Source: an optimization exercise on an open RTL-to-GDS flow (aim: small area). Production flows keep margins and buffers that such runs may drop.
No activity file was given, so power comes from the tool's default toggle rates.

## v58
// ts_pes_reassembler_core
module ts_pes_reassembler_core
(
    input  logic                clk,
    input  logic                rst_n,
    input  logic                ts_valid,
    output logic                ts_stall,
    input  logic [7:0]   ts_byte,
    output logic                pes_valid,
    input  logic                pes_stall,
    output logic [7:0]   pes_byte,
    output logic                pes_end,
    output logic [7:0]   pes_stream_id,
    output logic [15:0]         pes_total_length
);
clock: 6.5 ns
lec_check: 0
cap_margin: 20
cell_pad_in_sites_detail_placement: 0
cell_pad_in_sites_global_placement: 0
core_margin: 2
core_utilization: 60
cts_buf_list: sky130_fd_sc_hd__clkbuf_8
place_density: 0.75
slew_margin: 20
run.sh (not shown) runs the stock make flow with config.mk's settings and CLKGATE_MAP_FILE= SYNTH_SCRIPT=/design/flow/synth_recipe.tcl, a recipe that flattens the netlist after the stock synthesis.
Every stage of the flow completed for v58, and the final layout passed the timing, DRC and antenna checks.
> inputs changed (v58 -> v11)
Settings: swapping 0 for 2 in CELL_PAD_IN_SITES_GLOBAL_PLACEMENT; swapping 0 for 1 in CELL_PAD_IN_SITES_DETAIL_PLACEMENT; swapping 0.75 for 0.7 in PLACE_DENSITY; swapping sky130_fd_sc_hd__clkbuf_8 for sky130_fd_sc_hd__clkbuf_4 in CTS_BUF_LIST.
### Flow results
As the logs show, v11 stopped at 3_3_place_gp after a tool error, so it never reached the end of the flow. Taking v58 as the reference, in v11 average cell area after synthesis barely changed; synthesized area barely changed; synthesized-area fraction occupied by xor and xnor cells barely changed.
### v11 -> v33
Settings: CORE_UTILIZATION now 30, was 60; CTS_BUF_LIST no longer set, was sky130_fd_sc_hd__clkbuf_4; PLACE_DENSITY now 0.5, was 0.7.
==> run notes <==
v33 completed end to end with timing, DRC and antenna clean. v11 → v33: compound-cell area share of the yosys netlist held steady; gate count of the mapped netlist stayed essentially flat; number of top-level pins neither gained nor lost much. Cell row count of v33 exceeds that of v11 by more than a quarter. Width of the chip, v11 and v33, higher one = v33. Delta (v33 minus v11): floorplan die height rose 36 um, register area share after synthesis neither gained nor lost much. Going from v11 to v33, number of input and output port buffers inserted held, starting density of the core went down 31 points.
No functional check of the RTL was part of any run of this note.

========
Setup of old:
Another version of the RTL of ts_pes_reassembler_core (not shown whole).
Size in the first run: roughly 340 cells after synthesis.
==> flow/config.mk <==
export PLATFORM = sky130hd
export DESIGN_NAME = ts_pes_reassembler_core
export DESIGN_NICKNAME = ts_pes_reassembler_core
export VERILOG_FILES = /design/flow/design.v
export SDC_FILE = /design/flow/constraint.sdc
export NUM_CORES = 4
export LEC_CHECK = 0
export CAP_MARGIN = 20
export CELL_PAD_IN_SITES_DETAIL_PLACEMENT = 0
export CELL_PAD_IN_SITES_GLOBAL_PLACEMENT = 0
export CORE_MARGIN = 2
export CORE_UTILIZATION = 60
export CTS_BUF_LIST = sky130_fd_sc_hd__clkbuf_8
export PLACE_DENSITY = 0.75
export SLEW_MARGIN = 20
==> flow/constraint.sdc <==
create_clock -name core_clock -period 6.5 [get_ports {clk}]
set_input_delay 1.3000 -clock core_clock [delete_from_list [all_inputs] [get_ports {clk}]]
set_output_delay 1.3000 -clock core_clock [all_outputs]
set_load 0.01 [all_outputs]
Modified inputs, new compared to old
==> flow/flow/run.sh (new file) <==
#!/bin/bash
# The standard layout, with the ports buffered by the smallest buffer
# (sky130_fd_sc_hd__buf_1) instead of the one buffer_ports picks by itself.
set -euo pipefail
bash standard.sh "BUFFER_PORTS_ARGS=-buffer_cell sky130_fd_sc_hd__buf_1" finish > flow_make.log 2>&1
==> flow/standard.sh (new file) <==
#!/bin/bash
# synth_recipe.tcl (not shown) runs the flow's synth.tcl, then flattens the netlist and writes it again
# the make line also repeats each setting of config.mk as NAME=value (left out here)
make -C /OpenROAD-flow-scripts/flow DESIGN_CONFIG=/design/flow/config.mk WORK_HOME=/design/flow/orfs CLKGATE_MAP_FILE= SYNTH_SCRIPT=/design/flow/synth_recipe.tcl "${@:-finish}"
removed: flow/run.sh
--- outcome ---
Cell area | new vs old | new smaller. Re share of the synthesized area in compound gates (AO/OA/AOI/OAI): no difference whatsoever between new and old. Relative to old, wire length of the first global-routing pass has gone up in new. NOTE maximum vdd ir drop old->new decreased by more than 10%. The more densely filled core belongs to old, not new. Re worst relative slew slack: old was higher than new.
No run of this note included a check of the RTL's function; only the layout flow was run.

## re-timing with driven ports
No port has a modelled driver above. Below, the same layouts with a new extraction and two added sets of constraints.
Step 1, drivers: a clkbuf_16 drives clk and a buf_2 each remaining input, both assumed.
Step 2 moves the port delays by t, midway between the first and last clock arrival at a register: inputs arrive t later, outputs are due t later. That takes back most of the time a late clock gives input paths.
Three values: ideal ports, drivers, drivers and shift; two values: the first two.
run	t, ns	setup slack, ns	worst hold slack (ns)	clock arrival spread, ns	cell pins on the clock port's net
v58	0.390	1.194 / 1.203 / 0.813	0.456 / 0.456 / 0.456	0.013 / 0.013	1
v33	0.380	1.181 / 1.195 / 0.815	0.450 / 0.450 / 0.450	0.008 / 0.008	1
old	0.369	1.363 / 1.370 / 1.001	0.456 / 0.456 / 0.456	0.013 / 0.014	1
new	0.382	1.784 / 1.790 / 1.409	0.457 / 0.457 / 0.457	0.010 / 0.011	1
After both steps every run listed still meets setup and hold. The setup slack of v58, which loses most, moves by +0.009 ns with the drivers and by -0.381 ns with both steps.
